Background: an optimization exercise with open tools, aiming at small area. Do not read the settings as production practice. Function was checked by simulation only, so behaviour that the tests miss may differ from the original. Power is estimated from default activity; no workload was simulated. No driver is modelled on the clock port, so clocking that relies on it looks cheaper here than on a real chip.

==> design/flow/flow/run.sh <==
#!/bin/bash
# Own layout flow: the standard ORFS flow (standard.sh, unchanged synthesis) with
#  - a clock tree built without dummy balancing loads, clustered as config.mk's CTS settings say
#  - ports buffered with a small plain buffer instead of the default delay-cell buffer
# Every tool's output goes to the ORFS logs under orfs/logs; make's own output to flow_make.log.
set -euo pipefail
export CTS_ARGS="-sink_clustering_enable -repair_clock_nets -sink_clustering_size 30 -sink_clustering_max_diameter 90 -dont_use_dummy_load"
export BUFFER_PORTS_ARGS="-buffer_cell sky130_fd_sc_hd__buf_2"
bash standard.sh finish > flow_make.log 2>&1
==> design/flow/standard.sh <==
#!/bin/bash
# synth_recipe.tcl (not shown) runs the flow's synth.tcl, then flattens the netlist and writes it again
# the make line also repeats each setting of config.mk as NAME=value (left out here)
make -C /OpenROAD-flow-scripts/flow DESIGN_CONFIG=/design/flow/config.mk WORK_HOME=/design/flow/orfs CLKGATE_MAP_FILE= SYNTH_SCRIPT=/design/flow/synth_recipe.tcl "${@:-finish}"
==> design/flow/config.mk <==
export PLATFORM = sky130hd
export DESIGN_NAME = assoc_metadata
export DESIGN_NICKNAME = assoc_metadata
export VERILOG_FILES = /design/flow/design.v
export SDC_FILE = /design/flow/constraint.sdc
export NUM_CORES = 4
export LEC_CHECK = 0
export CAP_MARGIN = 10
export CORE_MARGIN = 2
export CORE_UTILIZATION = 70
export CTS_CLUSTER_DIAMETER = 90
export CTS_CLUSTER_SIZE = 30
export PLACE_DENSITY = 0.75
export SLEW_MARGIN = 10
export SYNTH_HIERARCHICAL = 1
export SYNTH_MINIMUM_KEEP_SIZE = 0
==> design/flow/constraint.sdc <==
create_clock -name core_clock -period 12.0 [get_ports {clk}]
set_input_delay 2.4000 -clock core_clock [delete_from_list [all_inputs] [get_ports {clk}]]
set_output_delay 2.4000 -clock core_clock [all_outputs]
set_load 0.01 [all_outputs]
==> design/flow/design.v <==
module assoc_metadata #(
   parameter int NUM_SETS       = 16,
   parameter int SET_SIZE       = 4,
   parameter int NUM_WAYS       = 4,
   parameter int TAG_SIZE       = 28,
   parameter int READ_ONLY      = 0,
   parameter int PERF_CNT_WIDTH = 32,
   localparam int WAY_BITS      = $clog2(NUM_WAYS)
) (
   input  logic                clk,
   input  logic                reset,
   input  logic [SET_SIZE-1:0] set,
   input  logic [TAG_SIZE-1:0] tag,
   input  logic                lookup,
   input  logic                clear_selected_valid_bit,
   input  logic                finish_new_line_install,
   input  logic                set_selected_dirty_bit,
   input  logic                clear_selected_dirty_bit,
   input  logic                invalidate_all_req,
   output logic                valid_block_match,
   output logic [WAY_BITS-1:0] hit_way,
   output logic [WAY_BITS-1:0] victim_way,
   output logic [TAG_SIZE-1:0] victim_tag,
   output logic                victim_valid_dirty,
   output logic                invalidate_busy
);
   logic                busy_q;
   logic [SET_SIZE-1:0] cnt_q;
   logic                phase_q;
   logic [TAG_SIZE-1:0] tag_q   [NUM_SETS][NUM_WAYS];    
   logic [NUM_WAYS-1:0] valid_q [NUM_SETS];
   logic [NUM_WAYS-1:0] dirty_q [NUM_SETS];
   logic [2:0]          plru_q  [NUM_SETS];
   logic [NUM_SETS-1:0] sel, sel_n;
   logic [TAG_SIZE-1:0] col;                             
   logic [TAG_SIZE-1:0] way_qn [NUM_WAYS];                
   logic [NUM_WAYS-1:0] valid_set, dirty_set, match;
   logic [2:0]          plru_set;
   logic [WAY_BITS-1:0] hw, inv_way, plru_way, vw, touch_way;
   logic                busy, hit, all_valid, install, touch, dirty_op, dirty_val, dirty_wval;
   logic [NUM_WAYS-1:0] vw_oh, hw_oh, pw_n, inst_w, clr_w, dop_w, dw_n;
   logic                tch_n, tch_lo_n, tch_hi_n;
   assign busy = busy_q;
   assign col  = tag ^ {TAG_SIZE{phase_q}};
   always_comb
      for (int s = 0; s < NUM_SETS; s++) sel[s] = set == SET_SIZE'(s);
   assign sel_n = ~sel;
   for (genvar w = 0; w < NUM_WAYS; w++) begin : g_rd
      logic [NUM_SETS*TAG_SIZE-1:0] words;
      for (genvar s = 0; s < NUM_SETS; s++) begin : g_s
         assign words[s*TAG_SIZE +: TAG_SIZE] = tag_q[s][w];
      end
      assoc_metadata_read_way #(.W(TAG_SIZE), .N(NUM_SETS)) u_rd (
         .words(words), .sel_n(sel_n), .q_n(way_qn[w]));
   end
   logic [10:0] meta_set_n;
   for (genvar i = 0; i < 11; i++) begin : g_meta
      logic [NUM_SETS-1:0] col_bits;
      for (genvar s = 0; s < NUM_SETS; s++) begin : g_s
         assign col_bits[s] = i < 4 ? valid_q[s][i % 4] : i < 8 ? dirty_q[s][i % 4] : plru_q[s][i - 8];
      end
      assoc_metadata_read_bit #(.N(NUM_SETS)) u_bit (.d(col_bits), .sel_n(sel_n), .q_n(meta_set_n[i]));
   end
   assign valid_set = ~meta_set_n[3:0];
   assign dirty_set = ~meta_set_n[7:4];
   assign plru_set  = ~meta_set_n[10:8];
   always_comb
      for (int w = 0; w < NUM_WAYS; w++)
         match[w] = valid_set[w] && &(way_qn[w] ^ col);
   assign hit = !busy && |match;
   assign hw  = match[0] ? 2'd0 : match[1] ? 2'd1 : match[2] ? 2'd2 : 2'd3;
   assign hit_way           = hit ? hw : 2'd0;
   assign valid_block_match = hit;
   assign all_valid = &valid_set;
   assign inv_way   = !valid_set[0] ? 2'd0 : !valid_set[1] ? 2'd1 : !valid_set[2] ? 2'd2 : 2'd3;
   assign plru_way  = {plru_set[0], plru_set[0] ? plru_set[2] : plru_set[1]};
   assign vw        = all_valid ? plru_way : inv_way;
   assign victim_way = vw;
   always_comb
      for (int w = 0; w < NUM_WAYS; w++) pw_n[w] = plru_way != WAY_BITS'(w);
   for (genvar b = 0; b < TAG_SIZE; b++) begin : g_vt
      logic qn_sel;
      assoc_metadata_sel4 u_sel (
         .x({way_qn[3][b], way_qn[2][b], way_qn[1][b], way_qn[0][b]}), .s_n(pw_n), .y(qn_sel));
      assign victim_tag[b] = !(qn_sel ^ phase_q);
   end
   assign victim_valid_dirty = READ_ONLY == 0 && all_valid && dirty_set[plru_way];
   assign invalidate_busy    = busy;
   assign install    = !busy && !clear_selected_valid_bit && finish_new_line_install;
   assign touch      = install || (lookup && hit);
   assign touch_way  = install ? vw : hw;
   assign dirty_op   = !clear_selected_valid_bit && !finish_new_line_install && hit &&
                       (clear_selected_dirty_bit || set_selected_dirty_bit);
   assign dirty_val  = !clear_selected_dirty_bit && READ_ONLY == 0;
   assign dirty_wval = !install && dirty_val;           
   assign tch_n      = !touch;
   assign tch_lo_n   = !(touch && !touch_way[1]);
   assign tch_hi_n   = !(touch && touch_way[1]);
   always_comb
      for (int w = 0; w < NUM_WAYS; w++) begin
         vw_oh[w]  = vw == WAY_BITS'(w);
         hw_oh[w]  = hw == WAY_BITS'(w);
         inst_w[w] = install && vw_oh[w];
         clr_w[w]  = clear_selected_valid_bit && hit && hw_oh[w];
         dop_w[w]  = dirty_op && hw_oh[w];
         dw_n[w]   = !(inst_w[w] || dop_w[w]);
      end
   always_ff @(posedge clk or posedge reset)
      if (reset) phase_q <= 1'b0;
      else       phase_q <= !phase_q;
   for (genvar s = 0; s < NUM_SETS; s++) begin : g_set
      for (genvar w = 0; w < NUM_WAYS; w++) begin : g_way
         logic [1:0] keep_n, load_n;
         logic valid_d, dirty_en;
         assoc_metadata_line_ctl u_ctl (
            .sel(sel[s]), .sel_n(sel_n[s]), .inst(inst_w[w]), .clr(clr_w[w]), .dw_n(dw_n[w]),
            .busy_n(!busy),
            .valid(valid_q[s][w]), .load_n(load_n), .keep_n(keep_n), .valid_d(valid_d),
            .dirty_en(dirty_en));
         logic [TAG_SIZE-1:0] tag_d;
         assoc_metadata_tag_row #(.W(TAG_SIZE / 2)) u_row0 (
            .q(tag_q[s][w][TAG_SIZE/2-1:0]), .col(col[TAG_SIZE/2-1:0]), .keep_n(keep_n[0]),
            .load_n(load_n[0]), .d(tag_d[TAG_SIZE/2-1:0]));
         assoc_metadata_tag_row #(.W(TAG_SIZE - TAG_SIZE / 2)) u_row1 (
            .q(tag_q[s][w][TAG_SIZE-1:TAG_SIZE/2]), .col(col[TAG_SIZE-1:TAG_SIZE/2]),
            .keep_n(keep_n[1]), .load_n(load_n[1]), .d(tag_d[TAG_SIZE-1:TAG_SIZE/2]));
         always_ff @(posedge clk)
            tag_q[s][w] <= tag_d;
         always_ff @(posedge clk or posedge reset)
            if (reset) valid_q[s][w] <= 1'b0;
            else       valid_q[s][w] <= valid_d;
         always_ff @(posedge clk)
            if (dirty_en) dirty_q[s][w] <= dirty_wval;
      end
      logic [2:0] plru_en;
      assoc_metadata_plru_ctl u_pctl (
         .sel_n(sel_n[s]), .tch_n(tch_n), .tch_lo_n(tch_lo_n), .tch_hi_n(tch_hi_n), .en(plru_en));
      always_ff @(posedge clk) begin
         if (plru_en[0]) plru_q[s][0] <= !touch_way[1];
         if (plru_en[1]) plru_q[s][1] <= !touch_way[0];
         if (plru_en[2]) plru_q[s][2] <= !touch_way[0];
      end
   end
   always_ff @(posedge clk or posedge reset)
      if (reset) begin
         busy_q <= 1'b0;
         cnt_q  <= '0;
      end else if (busy) begin
         cnt_q <= cnt_q + 1'b1;
         if (cnt_q == SET_SIZE'(NUM_SETS - 1)) busy_q <= 1'b0;
      end else if (invalidate_all_req) begin
         busy_q <= 1'b1;
      end
endmodule
module assoc_metadata_line_ctl (
   input  logic sel,         
   input  logic sel_n,       
   input  logic inst,        
   input  logic clr,         
   input  logic dw_n,        
   input  logic busy_n,
   input  logic valid,
   output logic [1:0] load_n,   
   output logic [1:0] keep_n,
   output logic valid_d,
   output logic dirty_en
);
   logic clr_n, hold_n;
   assoc_metadata_nand2 u_load0 (.a(sel), .b(inst), .y(load_n[0]));
   assoc_metadata_nand2 u_load1 (.a(sel), .b(inst), .y(load_n[1]));
   assoc_metadata_nand2 u_keep0 (.a(load_n[0]), .b(valid), .y(keep_n[0]));
   assoc_metadata_nand2 u_keep1 (.a(load_n[1]), .b(valid), .y(keep_n[1]));
   assoc_metadata_nand2 u_clr (.a(sel), .b(clr), .y(clr_n));
   assoc_metadata_nand3 u_hold (.a(valid), .b(clr_n), .c(busy_n), .y(hold_n));
   assoc_metadata_nand2 u_vd (.a(load_n[0]), .b(hold_n), .y(valid_d));
   assoc_metadata_nor2 u_den (.a(sel_n), .b(dw_n), .y(dirty_en));
endmodule
module assoc_metadata_nand2 (
   input  logic a,
   input  logic b,
   output logic y
);
   assign y = !(a && b);
endmodule
module assoc_metadata_nand3 (
   input  logic a,
   input  logic b,
   input  logic c,
   output logic y
);
   assign y = !(a && b && c);
endmodule
module assoc_metadata_nor2 (
   input  logic a,
   input  logic b,
   output logic y
);
   assign y = !(a || b);
endmodule
module assoc_metadata_plru_ctl (
   input  logic       sel_n,
   input  logic       tch_n,
   input  logic       tch_lo_n,
   input  logic       tch_hi_n,
   output logic [2:0] en
);
   assign en = {!(sel_n || tch_hi_n), !(sel_n || tch_lo_n), !(sel_n || tch_n)};
endmodule
module assoc_metadata_sel4 (
   input  logic [3:0] x,
   input  logic [3:0] s_n,
   output logic       y
);
   logic [1:0] pair_n;
   assoc_metadata_oai22 u_p0 (.a1(s_n[0]), .a2(x[0]), .b1(s_n[1]), .b2(x[1]), .y(pair_n[0]));
   assoc_metadata_oai22 u_p1 (.a1(s_n[2]), .a2(x[2]), .b1(s_n[3]), .b2(x[3]), .y(pair_n[1]));
   assign y = !(pair_n[0] || pair_n[1]);
endmodule
module assoc_metadata_tag_row #(
   parameter int W = 28
) (
   input  logic [W-1:0] q,
   input  logic [W-1:0] col,
   input  logic         keep_n,
   input  logic         load_n,
   output logic [W-1:0] d
);
   for (genvar b = 0; b < W; b++) begin : g_b
      assoc_metadata_oai22 u_bit (.a1(q[b]), .a2(keep_n), .b1(col[b]), .b2(load_n), .y(d[b]));
   end
endmodule
module assoc_metadata_read_way #(
   parameter int W = 28,
   parameter int N = 16
) (
   input  logic [N*W-1:0] words,
   input  logic [N-1:0]   sel_n,
   output logic [W-1:0]   q_n
);
   for (genvar b = 0; b < W; b++) begin : g_b
      logic [N-1:0] col;
      for (genvar s = 0; s < N; s++) begin : g_s
         assign col[s] = words[s*W + b];
      end
      assoc_metadata_read_bit #(.N(N)) u_bit (.d(col), .sel_n(sel_n), .q_n(q_n[b]));
   end
endmodule
module assoc_metadata_read_bit #(
   parameter int N = 16
) (
   input  logic [N-1:0] d,
   input  logic [N-1:0] sel_n,
   output logic         q_n
);
   logic [N/2-1:0] pair_n;    
   for (genvar p = 0; p < N / 2; p++) begin : g_p
      assoc_metadata_oai22 u_pair (
         .a1(sel_n[2*p]), .a2(d[2*p]), .b1(sel_n[2*p+1]), .b2(d[2*p+1]), .y(pair_n[p]));
   end
   assoc_metadata_or_tree #(.N(N / 2)) u_or (.a(pair_n), .y(q_n));
endmodule
module assoc_metadata_or_tree #(
   parameter int N = 8
) (
   input  logic [N-1:0] a,
   output logic         y
);
   assign y = |a;
endmodule
module assoc_metadata_oai22 (
   input  logic a1,
   input  logic a2,
   input  logic b1,
   input  logic b2,
   output logic y
);
   assign y = ~((a1 | a2) & (b1 | b2));
endmodule
==> notes.md, run 1 <==
Hold Buf Count CTS = 0
Final Power = 10.9 mW
#FFs+latches synth = 1,974
Vias in the first global route = 57,300
Hold wc startpoint = tag_q[23][6]$_DFF_P_
Syn_area_per_cell = 10.6 sq um
Final Setup Violations = 0
TritonCTS Buffers = 76
Pre-CTS WS = 2.27 ns
First-pass GRT wire length = 361 mm
Postcts setup bufs = 0
Final Cell Area = 0.0715 sq mm
Worst Tran Pin Value = 1.37 ns
CP bufs+invs = 4
H-tree level count = 3
Port bufs = 74
Layout Cells excl Fill = 7,719
Core Footprint = 0.0936 sq mm
Num rows = 112
Clock Tree Buf Depth = 3
Post-synth EDFFs = 112
# clock sinks = 1,974
Critical path's top delay family = simple AND/OR/NAND/NOR gates
DRC Markers = 0
Post-DR wirelength/cell = 31.9 um
CTS tree = yes
Starting Density = 70.7%
Wirelength, routed = 247 mm
Finished Core Util = 76.4%
Layout cells sized above 1 = 4.85%
Worst VDD drop = 0.154 mV
Final max-slew violation count = 0
Critical Setup Path Class = in2out
Post-DRT Antenna Nets = 0
Status = finished clean
Required time of the critical path = 9.60 ns
Aggregate global-route resource usage = 48.6%
Warnings from Yosys = 16
Hold WS = 0.443 ns
Pin count of the biggest net entering global routing = 115
Final RePlAce weighted congestion = 1.05
Die Width = 312 um
DRT iter0 DRCs = 11,400
Cell leakage power = 27.2 nW
Top FF cell, synth = dfxtp_1
Final min period = 10.07 ns
Fin nets = 6,497
Die Area = 0.0971 sq mm
Critical path peak fanout = 53
Post-synth ARST share = 3.55%
I/O pin count = 75
Synth unique cells = 61
Area Overhead vs Synth = 7.99%
Unrepaired setup endpoints after global routing = no
Clock transition at path regs = 0.06 ns
Fin worst setup slack = 1.93 ns
Slowest stage cell, crit path = nand2_4
CP Capture Type = output pin
HPWL Detailed = 153 mm
Cells after DPL = 7,630
P per Cell Area = 153 mW/mm^2
Final Cycle Share = 83.9%
Antenna violations before repair = 10
Max-Cap Viols = 0
Post-Syn Instances = 6,242
Sequential area share after synthesis = 61.9%
Data arrival, critical path = 7.67 ns
Area after DPL = 0.0696 sq mm
Pre-antenna DRT Iters = 12
Latest clock arrival within the worst-skew pair = 0.73 ns
Post-CTS resize count = 0
CP peak stage delay = 0.64 ns
Hold crit path type = reg2reg
Max_slew headroom = 8.32%
Max Freq = 99.3 MHz
Syn nets = 6,283
Global route overflow = 0
Setup total negative slack = 0 ns
Reg2reg start = plru_q[3][2]$_DFFE_PP_
DR vias = 62,600
Final Hold Viols = 0
Die Height = 312 um
Critical path origin = set[3]
Synth Cell Area = 0.0662 sq mm
Clock Skews = 0.0654 ns
Clock root buffer = clkbuf_16
Cell breakdown of the critical path = buf_2 > nor2b_1 > nand2_4 > buf_4 > buf_4 > o22ai_1 > nor4_1 > nand2_1 > xnor2_1 > nand3_1 > or4_1 > a21oi_1 > nand3_1 > and2_4 > nor3_1 > buf_2
Via-to-Cell Ratio = 8.11
Startpoint types = input port
[where the power goes]
part / switching, mW / internal (mW)
clock: 1.94 / 1.15
combinational: 0.854 / 0.308
sequential: 0.0283 / 6.65
[logic make-up after synthesis]
kind of cell | count (synthesis) | share of synthesized area, %
and+or+nand+nor | 1114 | 7.76
AOI/OAI and AO/OA | 2932 | 27.9
adders and majority gates | 1 | 0.0189
xor gates and xnor gates | 137 | 1.82
muxes | 2 | 0.0321
DFF | 1974 | 61.9
buffers and inverters | 82 | 0.595
[layout by cell type, fill, tap and decap left out, types with 28 or more instances in the layout]
| master | count |
|---|---|
| o22ai_1 | 2849 |
| dfxtp_1 | 1792 |
| nand2_1 | 524 |
| nor4_1 | 259 |
| nor2_1 | 163 |
| edfxtp_1 | 112 |
| buf_4 | 83 |
| xnor2_1 | 76 |
| clkbuf_16 | 76 |
| buf_2 | 74 |
| nand3_1 | 71 |
| dfrtp_1 | 69 |
| inv_1 | 41 |
| xor2_1 | 32 |
| xor2_4 | 28 |
[per-module statistics from Yosys, one instance, submodules excluded, excerpt]
| module | cells inside | copies in the design | cell area, sq um | flops+latches |
|---|---|---|---|---|
| assoc_metadata_oai22 | 1 | 2832 | 6.26 | 0 |
| assoc_metadata_nand3 | 1 | 64 | 5.00 | 0 |
| assoc_metadata_nor2 | 1 | 64 | 3.75 | 0 |
| assoc_metadata_nand2 | 1 | 384 | 3.75 | 0 |
| assoc_metadata_sel4 | 1 | 28 | 3.75 | 0 |
| assoc_metadata_plru_ctl | 3 | 16 | 11.3 | 0 |
| assoc_metadata | 2453 | 1 | 44200 | 1974 |
[metal layers]
metal	GRT usage [%]	routed length, um	vias to the layer above
met5	0	23	-
met4	28.1	18000	4
met3	18.5	38800	1102
met2	68.8	101000	5389
met1	63.5	88500	30000
li1	-	-	26100
[cell type report]
cell class              instances  area [sq um]
diodes                         11          27.5
inverters                      45           170
fillers                      6537         22100
clock buffers                  76          1900
flip-flops and latches       1974         41000
well taps                    1254          1570
multi-input cells            4186         25600
repair buffers                173          1310
[worst register-to-register path, delay by kind of cell, from the launching register on]
| family | cells | cell delay (ns) |
|---|---|---|
| and+or+nand+nor | 8 | 4.15 |
| AOI/OAI and AO/OA | 3 | 0.67 |
| buffers and inverters | 1 | 0.37 |
| DFF | 1 | 0.36 |
[synthesized netlist by cell type (all sizes together) (2+ instances only)]
cell / count / share of area, %
and4: 3 / 0.040
a21o: 2 / 0.023
o2111ai: 10 / 0.13
buf: 28 / 0.26
or2: 3 / 0.028
xnor2: 76 / 1.0
nand2: 533 / 3.0
dfrtp: 70 / 2.6
and3: 3 / 0.028
a222oi: 4 / 0.060
o21ai: 3 / 0.023
nor4b: 3 / 0.040
inv: 45 / 0.26
a22o: 4 / 0.053
and2: 3 / 0.032
or4: 5 / 0.057
o22a: 2 / 0.026
nor2b: 12 / 0.11
a2111oi: 6 / 0.079
clkbuf: 9 / 0.081
nor3: 8 / 0.060
o2bb2ai: 3 / 0.040
a21oi: 13 / 0.098
dfxtp: 1792 / 54
a211oi: 2 / 0.023
nor2: 169 / 0.96
nand2b: 13 / 0.12
edfxtp: 112 / 5.1
a31oi: 6 / 0.057
o41ai: 2 / 0.026
xor2: 61 / 0.82
nand4: 17 / 0.16
o22ai: 2849 / 27
a221oi: 7 / 0.093
nand3: 77 / 0.58
o221ai: 6 / 0.079
o211ai: 3 / 0.034
nor4: 260 / 2.5
a22oi: 3 / 0.034
[state kept, by name (all words and copies together), names as in the netlist]
signal   flops
valid_q     64
plru_q      48
busy_q       1
phase_q      1
dirty_q     64
cnt_q        4
tag_q     1792
[path summary, 6_finish.rpt]
path | endpoint | slack (ns) | cells after the start
min in group asynchronous | valid_q[7][3]$_DFF_PP0_ | 1.75 | 2
worst min register to register | tag_q[23][6]$_DFF_P_ | 0.44 | 1
max in group asynchronous | phase_q$_DFF_PP0_ | 9.16 | 3
worst max-delay path | hit_way[1] | 1.93 | 16
worst max register to register | tag_q[61][5]$_DFF_P_ | 6.29 | 12
worst min-delay path | tag_q[23][6]$_DFF_P_ | 0.44 | 1
==> inputs of run 2 (changes only) <==
--- a/design/flow/design.v
+++ b/design/flow/design.v
@@ -29,7 +29,7 @@
    logic                phase_q;
    logic [TAG_SIZE-1:0] tag_q   [NUM_SETS][NUM_WAYS];    
    logic [NUM_WAYS-1:0] valid_q [NUM_SETS];
-   logic [NUM_WAYS-1:0] dirty_q [NUM_SETS];
+   logic [NUM_WAYS-1:0] dirty_q [NUM_SETS];               
    logic [2:0]          plru_q  [NUM_SETS];
    logic [NUM_SETS-1:0] sel, sel_n;
    logic [TAG_SIZE-1:0] col;                             
@@ -38,7 +38,8 @@
    logic [2:0]          plru_set;
    logic [WAY_BITS-1:0] hw, inv_way, plru_way, vw, touch_way;
    logic                busy, hit, all_valid, install, touch, dirty_op, dirty_val, dirty_wval;
-   logic [NUM_WAYS-1:0] vw_oh, hw_oh, pw_n, inst_w, clr_w, dop_w, dw_n;
+   logic                dirty_col, vd_sel_n;
+   logic [NUM_WAYS-1:0] vw_oh, hw_oh, pw_n, inst_w, clr_w, dop_w, wr_w;
    logic                tch_n, tch_lo_n, tch_hi_n;
    assign busy = busy_q;
    assign col  = tag ^ {TAG_SIZE{phase_q}};
@@ -62,7 +63,7 @@
       assoc_metadata_read_bit #(.N(NUM_SETS)) u_bit (.d(col_bits), .sel_n(sel_n), .q_n(meta_set_n[i]));
    end
    assign valid_set = ~meta_set_n[3:0];
-   assign dirty_set = ~meta_set_n[7:4];
+   assign dirty_set = ~meta_set_n[7:4];                  
    assign plru_set  = ~meta_set_n[10:8];
    always_comb
       for (int w = 0; w < NUM_WAYS; w++)
@@ -84,7 +85,8 @@
          .x({way_qn[3][b], way_qn[2][b], way_qn[1][b], way_qn[0][b]}), .s_n(pw_n), .y(qn_sel));
       assign victim_tag[b] = !(qn_sel ^ phase_q);
    end
-   assign victim_valid_dirty = READ_ONLY == 0 && all_valid && dirty_set[plru_way];
+   assoc_metadata_sel4 u_vd_sel (.x(meta_set_n[7:4]), .s_n(pw_n), .y(vd_sel_n));
+   assign victim_valid_dirty = READ_ONLY == 0 && all_valid && (vd_sel_n ^ !phase_q);
    assign invalidate_busy    = busy;
    assign install    = !busy && !clear_selected_valid_bit && finish_new_line_install;
    assign touch      = install || (lookup && hit);
@@ -93,6 +95,7 @@
                        (clear_selected_dirty_bit || set_selected_dirty_bit);
    assign dirty_val  = !clear_selected_dirty_bit && READ_ONLY == 0;
    assign dirty_wval = !install && dirty_val;           
+   assign dirty_col  = dirty_wval ^ phase_q;
    assign tch_n      = !touch;
    assign tch_lo_n   = !(touch && !touch_way[1]);
    assign tch_hi_n   = !(touch && touch_way[1]);
@@ -103,7 +106,7 @@
          inst_w[w] = install && vw_oh[w];
          clr_w[w]  = clear_selected_valid_bit && hit && hw_oh[w];
          dop_w[w]  = dirty_op && hw_oh[w];
-         dw_n[w]   = !(inst_w[w] || dop_w[w]);
+         wr_w[w]   = inst_w[w] || dop_w[w];
       end
    always_ff @(posedge clk or posedge reset)
       if (reset) phase_q <= 1'b0;
@@ -111,12 +114,10 @@
    for (genvar s = 0; s < NUM_SETS; s++) begin : g_set
       for (genvar w = 0; w < NUM_WAYS; w++) begin : g_way
          logic [1:0] keep_n, load_n;
-         logic valid_d, dirty_en;
+         logic valid_d;
          assoc_metadata_line_ctl u_ctl (
-            .sel(sel[s]), .sel_n(sel_n[s]), .inst(inst_w[w]), .clr(clr_w[w]), .dw_n(dw_n[w]),
-            .busy_n(!busy),
-            .valid(valid_q[s][w]), .load_n(load_n), .keep_n(keep_n), .valid_d(valid_d),
-            .dirty_en(dirty_en));
+            .sel(sel[s]), .wr(wr_w[w]), .clr(clr_w[w]), .busy_n(!busy),
+            .valid(valid_q[s][w]), .load_n(load_n), .keep_n(keep_n), .valid_d(valid_d));
          logic [TAG_SIZE-1:0] tag_d;
          assoc_metadata_tag_row #(.W(TAG_SIZE / 2)) u_row0 (
             .q(tag_q[s][w][TAG_SIZE/2-1:0]), .col(col[TAG_SIZE/2-1:0]), .keep_n(keep_n[0]),
@@ -129,8 +130,11 @@
          always_ff @(posedge clk or posedge reset)
             if (reset) valid_q[s][w] <= 1'b0;
             else       valid_q[s][w] <= valid_d;
+         logic dirty_d;
+         assoc_metadata_oai22 u_dirty (
+            .a1(dirty_q[s][w]), .a2(keep_n[0]), .b1(dirty_col), .b2(load_n[0]), .y(dirty_d));
          always_ff @(posedge clk)
-            if (dirty_en) dirty_q[s][w] <= dirty_wval;
+            dirty_q[s][w] <= dirty_d;
       end
       logic [2:0] plru_en;
       assoc_metadata_plru_ctl u_pctl (
@@ -154,26 +158,22 @@
 endmodule
 module assoc_metadata_line_ctl (
    input  logic sel,         
-   input  logic sel_n,       
-   input  logic inst,        
+   input  logic wr,          
    input  logic clr,         
-   input  logic dw_n,        
    input  logic busy_n,
    input  logic valid,
    output logic [1:0] load_n,   
    output logic [1:0] keep_n,
-   output logic valid_d,
-   output logic dirty_en
+   output logic valid_d
 );
    logic clr_n, hold_n;
-   assoc_metadata_nand2 u_load0 (.a(sel), .b(inst), .y(load_n[0]));
-   assoc_metadata_nand2 u_load1 (.a(sel), .b(inst), .y(load_n[1]));
+   assoc_metadata_nand2 u_load0 (.a(sel), .b(wr), .y(load_n[0]));
+   assoc_metadata_nand2 u_load1 (.a(sel), .b(wr), .y(load_n[1]));
    assoc_metadata_nand2 u_keep0 (.a(load_n[0]), .b(valid), .y(keep_n[0]));
    assoc_metadata_nand2 u_keep1 (.a(load_n[1]), .b(valid), .y(keep_n[1]));
    assoc_metadata_nand2 u_clr (.a(sel), .b(clr), .y(clr_n));
    assoc_metadata_nand3 u_hold (.a(valid), .b(clr_n), .c(busy_n), .y(hold_n));
    assoc_metadata_nand2 u_vd (.a(load_n[0]), .b(hold_n), .y(valid_d));
-   assoc_metadata_nor2 u_den (.a(sel_n), .b(dw_n), .y(dirty_en));
 endmodule
 module assoc_metadata_nand2 (
    input  logic a,
==> run 2 against run 1 <==
Largest power group unchanged; first-iteration DRC count decreased by 5.7%; critical endpoint is now hit_way[0]; worst hold slack gained 0.0062 ns; still clean on timing, DRC and antenna; sequential share of layout area is 0.65 points lower.
==> notes.md, run 2 <==
Status = finished clean
Syn_area_per_cell = 10.5 sq um
Required time of the critical path = 9.60 ns
Num rows = 112
Warnings from Yosys = 16
Post-DR wirelength/cell = 31.8 um
Antenna violations before repair = 8
Final max-slew violation count = 0
Layout cells sized above 1 = 4.57%
Post-DRT Antenna Nets = 0
TritonCTS Buffers = 75
Count leader, synth = o22ai_1
Critical path origin = set[0]
Starting Density = 70.8%
Critical Setup Path Class = in2out
Max_slew headroom = 12.3%
Clock Tree Buf Depth = 3
Postcts setup bufs = 0
Post-CTS resize count = 0
Largest register FFs = 1,792
Post-synth EDFFs = 48
CP Capture Type = output pin
Reg2reg start = phase_q$_DFF_PP0_
Pin count of the biggest net entering global routing = 73
Final Power = 10.9 mW
Clock Skews = 0.0341 ns
DRT iter0 DRCs = 10,700
Vias in the first global route = 57,700
Aggregate global-route resource usage = 48.5%
Cell leakage power = 27.3 nW
Clock root buffer = clkbuf_16
Final Cycle Share = 87.8%
Setup total negative slack = 0 ns
Top Registers = tag_q (1792), dirty_q (64), valid_q (64)
Hold wc startpoint = tag_q[13][0]$_DFF_P_
CTS tree = yes
#FFs+latches synth = 1,974
Hold Buf Count CTS = 0
Hold crit path type = reg2reg
Cell taking the most area after synthesis = dfxtp_1
Synth unique cells = 68
Global route overflow = 0
Final min period = 10.54 ns
Most frequent cells in the layout = o22ai_1 (2,908), dfxtp_1 (1,856), nand2_1 (527)
Syn nets = 6,345
Via-to-Cell Ratio = 8.17
# clock sinks = 1,974
Core Footprint = 0.0935 sq mm
Share of the synthesized area in the top cell type = 56.2%
Area Overhead vs Synth = 7.68%
Synth area leaders = dfxtp_1 (56%), o22ai_1 (28%), nand2_1 (3.0%)
Critical path peak fanout = 59
I/O pin count = 75
Reg with most FFs = tag_q
Post-synth ARST share = 3.55%
Unrepaired setup endpoints after global routing = no
Pre-antenna DRT Iters = 9
Post-Syn Instances = 6,304
Data arrival, critical path = 8.14 ns
P per Cell Area = 154 mW/mm^2
Final RePlAce weighted congestion = 1.02
Wirelength, routed = 247 mm
Fin nets = 6,540
Top post-synthesis cells by count = o22ai_1 (2,908), dfxtp_1 (1,856), nand2_1 (536), nor4_1 (262), nor2_1 (112)
DR vias = 63,400
Finished Core Util = 76.2%
Top FF cell, synth = dfxtp_1
Cells after DPL = 7,676
Port bufs = 74
Commonest non-fill, non-tap cell in the layout = o22ai_1
Die Height = 311 um
Die Width = 311 um
Max Freq = 94.9 MHz
H-tree level count = 3
Layout Cells excl Fill = 7,757
Worst VDD drop = 0.165 mV
Worst Tran Pin Value = 1.30 ns
Latest clock arrival within the worst-skew pair = 0.72 ns
Max-Cap Viols = 0
Sequential area share after synthesis = 61.0%
DRC Markers = 0
Startpoint types = input port
HPWL Detailed = 156 mm
Final Setup Violations = 0
First-pass GRT wire length = 361 mm
Final Hold Viols = 0
Die Area = 0.0970 sq mm
Clock transition at path regs = 0.10 ns
Synth Cell Area = 0.0661 sq mm
==> run 2: report_power, final <==
part | switching (mW) | internal (mW)
sequential | 0.0316 | 6.62
combinational | 0.888 | 0.316
clock | 1.95 | 1.14
total | 2.87 | 8.07
==> run 2: metrics by stage <==
| step | setup slack (ns) | instance area (sq um) | hold slack (ns) |
|---|---|---|---|
| after global placement | 2.00 | 69300 | 0.429 |
| after detailed placement | 2.01 | 69300 | 0.437 |
| final | 1.46 | 71200 | 0.449 |
| after floorplan | 1.39 | 66100 | 0.422 |
| after CTS | 1.99 | 71200 | 0.452 |
| after global routing | 1.46 | 71200 | 0.459 |
==> run 2: final timing paths <==
path	slack (ns)	endpoint	cells after the start
setup / recovery	1.46	hit_way[0]	15
hold / removal	0.45	tag_q[13][0]$_DFF_P_	1
setup reg to reg	5.22	tag_q[11][22]$_DFF_P_	11
hold reg to reg	0.45	tag_q[13][0]$_DFF_P_	1
max in group asynchronous	9.21	phase_q$_DFF_PP0_	3
min in group asynchronous	1.76	valid_q[1][1]$_DFF_PP0_	2
==> run 2: logic make-up (layout without fill, tap and decap cells) <==
| family | count (synthesis) | after routing | synth area share [%] |
|---|---|---|---|
| XOR/XNOR | 132 | 132 | 1.78 |
| buffers and inverters | 84 | 277 | 0.588 |
| multiplexers | 2 | 2 | 0.0322 |
| AND/OR/NAND/NOR | 1087 | 1087 | 7.73 |
| other | 0 | 6 | 0 |
| flip-flops | 1974 | 1974 | 61.0 |
| adder cells (fa/ha/maj) | 1 | 1 | 0.0189 |
| AO/OA/AOI/OAI | 3024 | 3024 | 28.8 |
==> run 2: cell type report <==
class | count | area (sq um)
multi-input combinational | 4246 | 26100
antenna | 6 | 15.0
inverter | 45 | 170
clock buffer | 75 | 1880
sequential | 1974 | 40400
timing repair buffer | 157 | 1140
tap | 1254 | 1570
fill | 6541 | 22300
==> run 2: Yosys stat by module (local to each module, per instance), excerpt <==
module,copies in the design,cells,flip-flops and latches
assoc_metadata_nand3,64,1,0
assoc_metadata,1,2512,1974
assoc_metadata_sel4,29,1,0
assoc_metadata_plru_ctl,16,3,0
assoc_metadata_oai22,2898,1,0
assoc_metadata_nand2,384,1,0
==> run 2: worst max-delay path, stage by stage <==
cell and delay, ns:
buf_2 0.22, nor2_1 0.21, nand2_4 0.76, buf_4 0.51, o22ai_1 0.14, nor4_1 0.94
nand2_1 0.20, xor2_1 0.20, a211oi_1 0.24, o2111a_1 0.22, o221ai_1 0.21, nor4_4 0.61
a211oi_2 0.11, a2111oi_2 0.82, buf_2 0.27
==> run 2: per-layer routing <==
metal / vias up / routed length, um / global-route usage [%]
met3: 1140 / 36400 / 14.3
met1: 30400 / 89000 / 65.0
met4: 6 / 18200 / 27.0
met2: 5367 / 103000 / 70.4
met5: - / 34 / 0
li1: 26400 / - / -
==> inputs of run 3 (changes only) <==
--- a/design/flow/design.v
+++ b/design/flow/design.v
@@ -65,9 +65,10 @@
    assign valid_set = ~meta_set_n[3:0];
    assign dirty_set = ~meta_set_n[7:4];                  
    assign plru_set  = ~meta_set_n[10:8];
-   always_comb
-      for (int w = 0; w < NUM_WAYS; w++)
-         match[w] = valid_set[w] && &(way_qn[w] ^ col);
+   for (genvar w = 0; w < NUM_WAYS; w++) begin : g_cmp
+      assoc_metadata_match #(.W(TAG_SIZE)) u_cmp (
+         .q_n(way_qn[w]), .col(col), .valid(valid_set[w]), .match(match[w]));
+   end
    assign hit = !busy && |match;
    assign hw  = match[0] ? 2'd0 : match[1] ? 2'd1 : match[2] ? 2'd2 : 2'd3;
    assign hit_way           = hit ? hw : 2'd0;
@@ -276,3 +277,42 @@
 );
    assign y = ~((a1 | a2) & (b1 | b2));
 endmodule
+module assoc_metadata_match #(
+   parameter int W = 28
+) (
+   input  logic [W-1:0] q_n,
+   input  logic [W-1:0] col,
+   input  logic         valid,
+   output logic         match
+);
+   localparam int G = (W + 3) / 4;
+   logic [G*4-1:0] eq;
+   logic [G-1:0]   grp_n;
+   for (genvar b = 0; b < G * 4; b++) begin : g_b
+      if (b < W) begin : g_x
+         assoc_metadata_xor2 u_x (.a(q_n[b]), .b(col[b]), .y(eq[b]));
+      end else begin : g_pad
+         assign eq[b] = 1'b1;
+      end
+   end
+   for (genvar g = 0; g < G; g++) begin : g_g
+      assoc_metadata_nand4 u_n (.a(eq[4*g]), .b(eq[4*g+1]), .c(eq[4*g+2]), .d(eq[4*g+3]), .y(grp_n[g]));
+   end
+   assign match = valid && !(|grp_n);
+endmodule
+module assoc_metadata_xor2 (
+   input  logic a,
+   input  logic b,
+   output logic y
+);
+   assign y = a ^ b;
+endmodule
+module assoc_metadata_nand4 (
+   input  logic a,
+   input  logic b,
+   input  logic c,
+   input  logic d,
+   output logic y
+);
+   assign y = !(a && b && c && d);
+endmodule
==> run 3 against run 2 <==
Final cell count down 2.2%; clock skew up 0.022 ns; flip-flop and latch count unchanged; final area down 1.4%; global-route usage up 0.59 points; worst hold slack worse by 0.0023 ns; worst setup slack worse by 0.062 ns; power down 1.2%; clock power about the same; first-iteration DRC count down 5.9%; largest power group unchanged; highest routed layer unchanged.
==> notes.md, run 3 <==
Status = finished clean
#FFs+latches synth = 1,974
Top Registers = tag_q (1792), dirty_q (64), valid_q (64)
Top FF cell, synth = dfxtp_1
Post-DR wirelength/cell = 31.9 um
Count leader, synth = o22ai_1
Reg with most FFs = tag_q
Post-CTS resize count = 0
Hold crit path type = reg2reg
Share of the synthesized area in the top cell type = 57.3%
Final Cycle Share = 88.3%
First-pass GRT wire length = 353 mm
Sw frac = 25.6%
Port bufs = 74
Final RePlAce weighted congestion = 0.995
CTS tree = yes
Vias in the first global route = 56,300
Aggregate global-route resource usage = 49.1%
Pre-antenna DRT Iters = 6
Synth Cell Area = 0.0649 sq mm
Final Setup Violations = 0
HPWL Detailed = 151 mm
CP peak stage delay = 0.84 ns
Area after DPL = 0.0683 sq mm
I/O pin count = 75
Setup total negative slack = 0 ns
Worst VDD drop = 0.136 mV
# clock sinks = 1,974
Final Cell Area = 0.0702 sq mm
Max Freq = 94.3 MHz
P per Cell Area = 154 mW/mm^2
Global route overflow = 0
Num rows = 111
Critical path's top delay family = simple AND/OR/NAND/NOR gates
Post-DRT Antenna Nets = 0
Final min period = 10.60 ns
Clock Tree Buf Depth = 3
Cell taking the most area after synthesis = dfxtp_1
Starting Density = 70.7%
Critical path peak fanout = 48
Critical Setup Path Class = in2out
Comb power frac = 10.0%
H-tree level count = 3
DRC Markers = 0
Syn nets = 6,124
CP Capture Type = output pin
Antenna violations before repair = 2
Sequential share of power = 61.5%
Post-Syn Instances = 6,083
Die Width = 308 um
Slowest stage cell, crit path = nand3_4
Max_slew headroom = 6.33%
Commonest non-fill, non-tap cell in the layout = o22ai_1
Wirelength, routed = 242 mm
Hold WS = 0.447 ns
Die Area = 0.0951 sq mm
Worst Tran Pin Value = 1.40 ns
Largest register FFs = 1,792
Post-synth ARST share = 3.55%
Top post-synthesis cells by count = o22ai_1 (2,898), dfxtp_1 (1,856), nand2_1 (518), nor4_1 (251), xor2_1 (141)
Clock Skews = 0.0565 ns
Postcts setup bufs = 0
Pin count of the biggest net entering global routing = 128
Core Footprint = 0.0918 sq mm
Sequential area share after synthesis = 62.2%
Synth area leaders = dfxtp_1 (57%), o22ai_1 (28%), nand2_1 (3.0%)
Most frequent cells in the layout = o22ai_1 (2,898), dfxtp_1 (1,856), nand2_1 (509)
Via-to-Cell Ratio = 8.07
Hold Buf Count CTS = 0
CP bufs+invs = 3
Layout cells sized above 1 = 5.05%
Required time of the critical path = 9.60 ns
Final Hold Viols = 0
Clock transition at path regs = 0.11 ns
Synth unique cells = 40
Cell leakage power = 27.1 nW
Final Power = 10.8 mW
Area Overhead vs Synth = 8.25%
Startpoint types = input port
TritonCTS Buffers = 75
Latest clock arrival within the worst-skew pair = 0.74 ns
DR vias = 61,200
Clock root buffer = clkbuf_16
DRT iter0 DRCs = 10,100
Syn_area_per_cell = 10.7 sq um
Unrepaired setup endpoints after global routing = no
Net Switching = 2.77 mW
Post-synth EDFFs = 48
Clock Power Share = 28.5%
Fin nets = 6,382
Die Height = 308 um
Cell breakdown of the critical path = buf_2 > nor2b_1 > nand3_4 > buf_4 > o22ai_1 > nor4_1 > nand2_1 > xor2_1 > nand4_1 > nor4_1 > and4b_1 > nor4_2 > nor2_1 > and2_1 > buf_2
Data arrival, critical path = 8.20 ns
Warnings from Yosys = 16
Final max-slew violation count = 0
Max-Cap Viols = 0
Internal power = 8.04 mW
## run 3: changes by cell type after synthesis, sizes merged, moves of 17 or more
cell and delta:
nand2b -21, buf -30, xor2 +80, nor2 -19, nand2 -18, xnor2 -39
inv -17
## run 3: area by class of cell
| type | instances | area, sq um |
|---|---|---|
| Sequential cell | 1974 | 40400 |
| Tap cell | 1243 | 1560 |
| Antenna cell | 5 | 12.5 |
| Multi-Input combinational cell | 4072 | 25100 |
| Clock buffer | 75 | 1880 |
| Fill cell | 6439 | 21600 |
| Inverter | 28 | 108 |
| Timing Repair Buffer | 190 | 1270 |
## run 3: worst paths after layout
check | slack [ns] | startpoint | cells after the start | to
worst max-delay path | 1.40 | set[1] | 15 | hit_way[0]
worst min-delay path | 0.45 | tag_q[20][18]$_DFF_P_ | 1 | tag_q[20][18]$_DFF_P_
worst max register to register | 3.69 | phase_q$_DFF_PP0_ | 14 | dirty_q[9][1]$_DFF_P_
worst min register to register | 0.45 | tag_q[20][18]$_DFF_P_ | 1 | tag_q[20][18]$_DFF_P_
max in group asynchronous | 8.98 | reset | 3 | phase_q$_DFF_PP0_
min in group asynchronous | 1.77 | reset | 2 | valid_q[11][0]$_DFF_PP0_
## run 3: routing by layer
layer	global-route usage, %	vias to the layer above	wire length, um
met1	64.9	29400	87700
li1	-	25700	-
met3	17.4	1077	37300
met2	68.2	5086	97900
met4	31.3	2	18900
met5	0	-	9
## run 3: per-module statistics from Yosys, one instance, submodules excluded, a selection
module                   flops+latches  area, sq um  cells inside  copies in the design
assoc_metadata_oai22                 0         6.26             1                  2898
assoc_metadata_sel4                  0         3.75             1                    29
assoc_metadata_plru_ctl              0         11.3             3                    16
assoc_metadata_nand2                 0         3.75             1                   384
assoc_metadata_xor2                  0         8.76             1                   112
assoc_metadata_nand4                 0         6.26             1                    28
assoc_metadata_nand3                 0         5.00             1                    64
assoc_metadata                    1974        41500          2139                     1
## run 3: cell families after synthesis
kind of cell,Yosys count,share of synthesized area (%)
muxes,2,0.0328
adders and majority gates,1,0.0193
AOI/OAI and AO/OA,2909,28.1
DFF,1974,62.2
buffers and inverters,37,0.228
and+or+nand+nor,987,7.08
xor gates and xnor gates,173,2.34
## run 3: stage by stage
stage          instances  util [%]  setup WS [ns]
2_1_floorplan       6083         -           2.32
3_3_place_gp        7507      74.4           2.15
3_5_place_dp        7507      74.4           1.86
4_1_cts             7582      76.5           2.01
5_1_grt             7582      76.5           1.55
6_report            7587      76.5           1.40
## run 3: power by group through the flow
stage	Clock (mW)	Sequential, mW	Combinational [mW]
final	3.08	6.65	1.08
after global routing	3.26	6.65	1.08
after CTS	3.04	6.64	1.00
after detailed placement	0	6.79	0.997
after global placement	0	6.79	0.986
after floorplan	0	6.78	0.575
==> inputs of run 4 (changes only) <==
--- a/design/flow/config.mk
+++ b/design/flow/config.mk
@@ -5,12 +5,12 @@
 export SDC_FILE = /design/flow/constraint.sdc
 export NUM_CORES = 4
 export LEC_CHECK = 0
-export CAP_MARGIN = 10
+export CAP_MARGIN = 5
 export CORE_MARGIN = 2
 export CORE_UTILIZATION = 70
 export CTS_CLUSTER_DIAMETER = 90
 export CTS_CLUSTER_SIZE = 30
 export PLACE_DENSITY = 0.75
-export SLEW_MARGIN = 10
+export SLEW_MARGIN = 5
 export SYNTH_HIERARCHICAL = 1
 export SYNTH_MINIMUM_KEEP_SIZE = 0
==> run 4 against run 3 <==
Still clean; wire length is the same; critical path depth is the same; combinational power is essentially flat; first-iteration DRC count is the same; fmax is the same; global-route usage is the same; worst setup slack is the same; via count is the same; count of clock-buffer cells in the layout is the same; final area is the same; largest cell class unchanged; largest power group unchanged.
==> notes.md, run 4 <==
Share of the synthesized area in the top cell type = 57.3%
Synth unique cells = 40
Sequential area share after synthesis = 62.2%
Post-synth EDFFs = 48
Via-to-Cell Ratio = 8.07
DRT iter0 DRCs = 10,100
Vias in the first global route = 56,300
Starting Density = 70.7%
Synth Cell Area = 0.0649 sq mm
Final Cycle Share = 88.3%
Syn_area_per_cell = 10.7 sq um
Cell leakage power = 27.1 nW
Core Footprint = 0.0918 sq mm
Clock transition at path regs = 0.11 ns
Clock root buffer = clkbuf_16
DR vias = 61,200
Data arrival, critical path = 8.20 ns
Largest register FFs = 1,792
Synth area leaders = dfxtp_1 (57%), o22ai_1 (28%), nand2_1 (3.0%)
Post-synth ARST share = 3.55%
Hold Path Depth = 1
Required time of the critical path = 9.60 ns
Final min period = 10.60 ns
Critical path peak fanout = 48
Reg-to-Reg End = dirty_q[9][1]$_DFF_P_
Die Width = 308 um
Final Hold Viols = 0
Top post-synthesis cells by count = o22ai_1 (2,898), dfxtp_1 (1,856), nand2_1 (518), nor4_1 (251), xor2_1 (141)
Unrepaired setup endpoints after global routing = no
Setup total negative slack = 0 ns
Cell taking the most area after synthesis = dfxtp_1
Post-CTS resize count = 0
Hold wc startpoint = tag_q[20][18]$_DFF_P_
Most frequent cells in the layout = o22ai_1 (2,898), dfxtp_1 (1,856), nand2_1 (509)
Warnings from Yosys = 16
Worst VDD drop = 0.136 mV
Aggregate global-route resource usage = 49.1%
Count leader, synth = o22ai_1
GR Util met1 = 64.9%
Post-DRT Antenna Nets = 0
Wirelength, routed = 242 mm
Clock Tree Buf Depth = 3
Num rows = 111
H-tree level count = 3
Met3 Track Usage GR = 17.4%
Final Power = 10.8 mW
Flop2flop setup slack = 3.69 ns
Die Height = 308 um
Pin count of the biggest net entering global routing = 128
Antenna violations before repair = 2
Final RePlAce weighted congestion = 0.995
Final max-slew violation count = 0
R2r worst-path depth = 14
Clock Skews = 0.0565 ns
Hold crit path type = reg2reg
Gr busiest metal = met2
Reg with most FFs = tag_q
Port bufs = 74
Critical Setup Path Class = in2out
Pre-antenna DRT Iters = 6
Die Area = 0.0951 sq mm
Reg2reg start = phase_q$_DFF_PP0_
Max_slew headroom = 6.33%
Postcts setup bufs = 0
WHS Endpoint = tag_q[20][18]$_DFF_P_
Area Overhead vs Synth = 8.25%
I/O pin count = 75
Max Freq = 94.3 MHz
DRC Markers = 0
HPWL Detailed = 151 mm
Startpoint types = input port
First-pass GRT wire length = 353 mm
Max-Cap Viols = 0
CP Capture Type = output pin
Top Registers = tag_q (1792), dirty_q (64), valid_q (64)
Fin nets = 6,382
Met2 usage = 68.2%
Commonest non-fill, non-tap cell in the layout = o22ai_1
# clock sinks = 1,974
Worst Tran Pin Value = 1.40 ns
Critical path origin = set[1]
P per Cell Area = 154 mW/mm^2
Latest clock arrival within the worst-skew pair = 0.74 ns
Post-Syn Instances = 6,083
CTS tree = yes
TritonCTS Buffers = 75
Final Setup Violations = 0
#FFs+latches synth = 1,974
Status = finished clean
Hold Buf Count CTS = 0
Top FF cell, synth = dfxtp_1
Global route overflow = 0
Layout cells sized above 1 = 5.05%
Post-DR wirelength/cell = 31.9 um
Syn nets = 6,124
[run 4: cell counts in the layout (fill, tap and decap cells not counted)]
Identical to the previous run, type by type.
[run 4: worst max path at each step]
stage,end,slack (ns),cells past startpoint
2_1_floorplan,hit_way[0],2.32,12
3_3_place_gp,hit_way[1],2.15,15
3_5_place_dp,dirty_q[9][1]$_DFF_P_,1.86,18
4_1_cts,hit_way[0],2.01,15
5_1_grt,hit_way[0],1.55,15
6_report,hit_way[0],1.40,15
[run 4: critical path, cell delays in order]
cell     delay [ns]
buf_2          0.22
nor2b_1        0.64
nand3_4        0.84
buf_4          0.55
o22ai_1        0.21
nor4_1         0.13
nand2_1        0.23
xor2_1         0.18
nand4_1        0.36
nor4_1         0.77
and4b_1        0.50
nor4_2         0.14
nor2_1         0.61
and2_1         0.23
buf_2          0.13
[run 4: area by class of cell]
| cell class | count | area (sq um) |
|---|---|---|
| Antenna cell | 5 | 12.5 |
| Clock buffer | 75 | 1880 |
| Fill cell | 6439 | 21600 |
| Inverter | 28 | 108 |
| Multi-Input combinational cell | 4072 | 25100 |
| Sequential cell | 1974 | 40400 |
| Tap cell | 1243 | 1560 |
| Timing Repair Buffer | 190 | 1270 |
[run 4: per-module statistics from Yosys, one instance, submodules excluded, excerpt]
| module | flops+latches | cells |
|---|---|---|
| assoc_metadata_plru_ctl | 0 | 3 |
| assoc_metadata_nand2 | 0 | 1 |
| assoc_metadata_oai22 | 0 | 1 |
| assoc_metadata_xor2 | 0 | 1 |
| assoc_metadata_nand4 | 0 | 1 |
| assoc_metadata_sel4 | 0 | 1 |
| assoc_metadata_nand3 | 0 | 1 |
| assoc_metadata | 1974 | 2139 |
[run 4: report_power, final]
group	switching [mW]	internal, mW
Sequential	0.0315	6.62
Clock	1.94	1.14
Combinational	0.793	0.288
Total	2.77	8.04
[run 4: routing by layer]
layer	wire [um]	vias up
li1	-	25700
met1	87700	29400
met2	97900	5086
met3	37300	1077
met4	18900	2
met5	9	-
[run 4: kinds of logic (layout without fill, tap and decap cells)]
group	count (synthesis)	after routing	share of synthesized area [%]
AO/OA/AOI/OAI	2909	2909	28.1
buffers and inverters	37	293	0.228
multiplexers	2	2	0.0328
other	0	5	0
adder cells (fa/ha/maj)	1	1	0.0193
XOR/XNOR	173	173	2.34
flip-flops	1974	1974	62.2
AND/OR/NAND/NOR	987	987	7.08
[run 4: metrics by stage]
stage | std cells | hold WS (ns) | utilization, % | instance area, sq um | setup slack [ns]
3_5_place_dp | 7507 | 0.437 | 74.4 | 68300 | 1.86
4_1_cts | 7582 | 0.451 | 76.5 | 70200 | 2.01
6_report | 7587 | 0.447 | 76.5 | 70200 | 1.40
2_1_floorplan | 6083 | 0.422 | - | 64900 | 2.32
3_3_place_gp | 7507 | 0.429 | 74.4 | 68300 | 2.15
5_1_grt | 7582 | 0.459 | 76.5 | 70200 | 1.55
==> inputs of run 5 (changes only) <==
==> design/flow/flow/run.sh (replaced) <==
#!/bin/bash
# Own layout flow: the standard ORFS flow (standard.sh, unchanged synthesis) with
#  - a clock tree built without dummy balancing loads, clustered as config.mk's CTS settings say
#  - ports buffered with a small plain buffer instead of the default delay-cell buffer
# Every tool's output goes to the ORFS logs under orfs/logs; make's own output to flow_make.log.
set -euo pipefail
export CTS_ARGS="-sink_clustering_enable -repair_clock_nets -sink_clustering_size 32 -sink_clustering_max_diameter 80 -dont_use_dummy_load"
export BUFFER_PORTS_ARGS="-buffer_cell sky130_fd_sc_hd__buf_2"
bash standard.sh finish > flow_make.log 2>&1
==> design/flow/config.mk (replaced) <==
export PLATFORM = sky130hd
export DESIGN_NAME = assoc_metadata
export DESIGN_NICKNAME = assoc_metadata
export VERILOG_FILES = /design/flow/design.v
export SDC_FILE = /design/flow/constraint.sdc
export NUM_CORES = 4
export LEC_CHECK = 0
export CAP_MARGIN = 10
export CORE_MARGIN = 2
export CORE_UTILIZATION = 70
export CTS_CLUSTER_DIAMETER = 80
export CTS_CLUSTER_SIZE = 32
export PLACE_DENSITY = 0.75
export SLEW_MARGIN = 10
export SYNTH_HIERARCHICAL = 1
export SYNTH_MINIMUM_KEEP_SIZE = 0
==> run 5 against run 4 <==
Final area hardly changed; critical endpoint unchanged; worst setup slack better by 0.051 ns; global-route usage hardly changed; area after synthesis stayed put; wire length is 0.20% lower; via count hardly changed; power is 0.50% lower; still clean; non-clock buffer count stayed put; die area stayed put; sequential power hardly changed; utilization is 0.071 points lower.
==> notes.md, run 5 <==
Top Registers = tag_q (1792), dirty_q (64), valid_q (64)
Post-Syn Instances = 6,083
Final Cell Area = 0.0702 sq mm
Fin nets = 6,379
P per Cell Area = 153 mW/mm^2
H-tree level count = 3
CP Capture Type = output pin
Share of the synthesized area in the top cell type = 57.3%
Pre-CTS WS = 1.86 ns
Top post-synthesis cells by count = o22ai_1 (2,898), dfxtp_1 (1,856), nand2_1 (518), nor4_1 (251), xor2_1 (141)
Clock root buffer = clkbuf_16
Clock Skews = 0.0641 ns
Synth area leaders = dfxtp_1 (57%), o22ai_1 (28%), nand2_1 (3.0%)
Postcts setup bufs = 0
Final Setup Violations = 0
Final max-slew violation count = 0
Cell taking the most area after synthesis = dfxtp_1
Hold Buf Count CTS = 0
Hold Path Depth = 1
Startpoint types = input port
Die Area = 0.0951 sq mm
DRT iter0 DRCs = 10,100
Unrepaired setup endpoints after global routing = no
# clock sinks = 1,974
Cells after DPL = 7,507
Syn_area_per_cell = 10.7 sq um
WHS Endpoint = tag_q[12][11]$_DFF_P_
R2r worst-path depth = 14
Antenna violations before repair = 4
HPWL Detailed = 151 mm
Count leader, synth = o22ai_1
Hold crit path type = reg2reg
Post-DRT Antenna Nets = 0
Sequential area share after synthesis = 62.2%
Post-synth ARST share = 3.55%
Max Freq = 94.8 MHz
Hold WS = 0.448 ns
Data arrival, critical path = 8.15 ns
Setup total negative slack = 0 ns
Finished Core Util = 76.4%
Aggregate global-route resource usage = 49.0%
Final RePlAce weighted congestion = 0.995
Layout Cells excl Fill = 7,583
Final Power = 10.8 mW
Reg-to-Reg End = tag_q[37][6]$_DFF_P_
Final Cycle Share = 87.9%
Clock transition at path regs = 0.08 ns
Post-CTS resize count = 0
Cell leakage power = 27.1 nW
Max_slew headroom = 4.27%
Status = finished clean
Die Height = 308 um
Most frequent cells in the layout = o22ai_1 (2,898), dfxtp_1 (1,856), nand2_1 (509)
Layout cells sized above 1 = 5.03%
DRC Markers = 0
Synth Cell Area = 0.0649 sq mm
Starting Density = 70.7%
Critical Setup Path Class = in2out
Flop2flop setup slack = 3.71 ns
Pin count of the biggest net entering global routing = 128
Reg with most FFs = tag_q
Latest clock arrival within the worst-skew pair = 0.73 ns
Fin worst setup slack = 1.45 ns
I/O pin count = 75
Warnings from Yosys = 16
Port bufs = 74
Post-synth EDFFs = 48
Post-DR wirelength/cell = 31.8 um
DR vias = 61,100
Worst Tran Pin Value = 1.43 ns
Area after DPL = 0.0683 sq mm
Wirelength, routed = 241 mm
Synth unique cells = 40
TritonCTS Buffers = 72
Commonest non-fill, non-tap cell in the layout = o22ai_1
Critical path peak fanout = 45
Via-to-Cell Ratio = 8.06
First-pass GRT wire length = 353 mm
Worst VDD drop = 0.166 mV
Vias in the first global route = 56,300
Die Width = 308 um
Largest register FFs = 1,792
Max-Cap Viols = 0
Hold wc startpoint = tag_q[12][11]$_DFF_P_
Top FF cell, synth = dfxtp_1
Reg2reg start = phase_q$_DFF_PP0_
Pre-antenna DRT Iters = 9
Core Footprint = 0.0918 sq mm
Global route overflow = 0
#FFs+latches synth = 1,974
Final Hold Viols = 0
CTS tree = yes
Final min period = 10.55 ns
Syn nets = 6,124
Clock Tree Buf Depth = 3
Area Overhead vs Synth = 8.15%
Num rows = 111
Required time of the critical path = 9.60 ns
-- run 5: how the worst max path moves through the flow --
stage / startpoint / end / slack [ns] / cells past startpoint
floorplan: set[2] / hit_way[0] / 2.32 / 12
global placement: set[3] / hit_way[1] / 2.15 / 15
detailed placement: set[3] / dirty_q[9][1]$_DFF_P_ / 1.86 / 18
CTS: set[3] / hit_way[0] / 2.00 / 15
global route: set[1] / hit_way[0] / 1.54 / 15
finish: set[3] / hit_way[0] / 1.45 / 15
-- run 5: critical path: stages --
cell	delay (ns)
buf_2	0.21
nor2b_1	0.65
nand3_4	0.77
buf_4	0.57
o22ai_1	0.27
nor4_1	0.11
nand2_1	0.21
xor2_1	0.17
nand4_1	0.37
nor4_1	0.72
and4b_1	0.51
nor4_2	0.14
nor2_1	0.61
and2_1	0.23
buf_2	0.13
-- run 5: power by group --
| part | internal [mW] | switching, mW |
|---|---|---|
| Combinational | 0.288 | 0.793 |
| Clock | 1.09 | 1.93 |
| Sequential | 6.62 | 0.0313 |
-- run 5: cells by family after synthesis --
logic type      synth area share, %
simple gates                   7.08
xor+xnor                       2.34
fa+ha+maj                    0.0193
compound gates                 28.1
buf+inv                       0.228
flops                          62.2
mux                          0.0328
-- run 5: area by class of cell --
cell class / count / area, sq um
flip-flops and latches: 1974 / 40400
multi-input cells: 4072 / 25100
fillers: 6420 / 21600
clock buffers: 72 / 1800
well taps: 1243 / 1560
repair buffers: 190 / 1270
inverters: 28 / 108
diodes: 4 / 10.0
-- run 5: Yosys stat by module, one instance, submodules excluded, a selection --
module / cells / area, sq um / flops+latches
assoc_metadata_nand2: 1 / 3.75 / 0
assoc_metadata_nand3: 1 / 5.00 / 0
assoc_metadata_plru_ctl: 3 / 11.3 / 0
assoc_metadata_oai22: 1 / 6.26 / 0
assoc_metadata_xor2: 1 / 8.76 / 0
assoc_metadata_sel4: 1 / 3.75 / 0
assoc_metadata: 2139 / 41500 / 1974
assoc_metadata_nand4: 1 / 6.26 / 0
-- run 5: metal layers --
layer / track usage [%] / vias up / share of wire [%]
li1: - / 25700 / -
met1: 64.2 / 29300 / 36
met2: 68.0 / 5072 / 41
met3: 18.5 / 1095 / 16
met4: 31.5 / 8 / 7.8
met5: 0 / - / 0.045

-- what the ideal ports hide --
Ports are ideal in the flow. The routed layouts listed here were re-timed in OpenROAD.
Step 1 assumes that a clkbuf_16 drives the clock port and a buf_2 every other input.
Step 2 times the ports against the registers' clock, not the clock port: input delays grow and output delays shrink by t, the midpoint of the rising clock arrivals with the driver on.
Three values: ideal, step 1, step 2; two values: the first two.
run	t (ns)	slack for setup (ns)	pins driven straight from the clock port
run 1	0.777	1.926 / 1.904 / 1.904	1
run 2	0.778	1.462 / 1.432 / 1.432	1
run 3	0.783	1.400 / 1.369 / 1.204	1
run 4	0.783	1.400 / 1.369 / 1.204	1
run 5	0.769	1.451 / 1.421 / 1.273	1
After both steps every run listed still meets setup and hold.
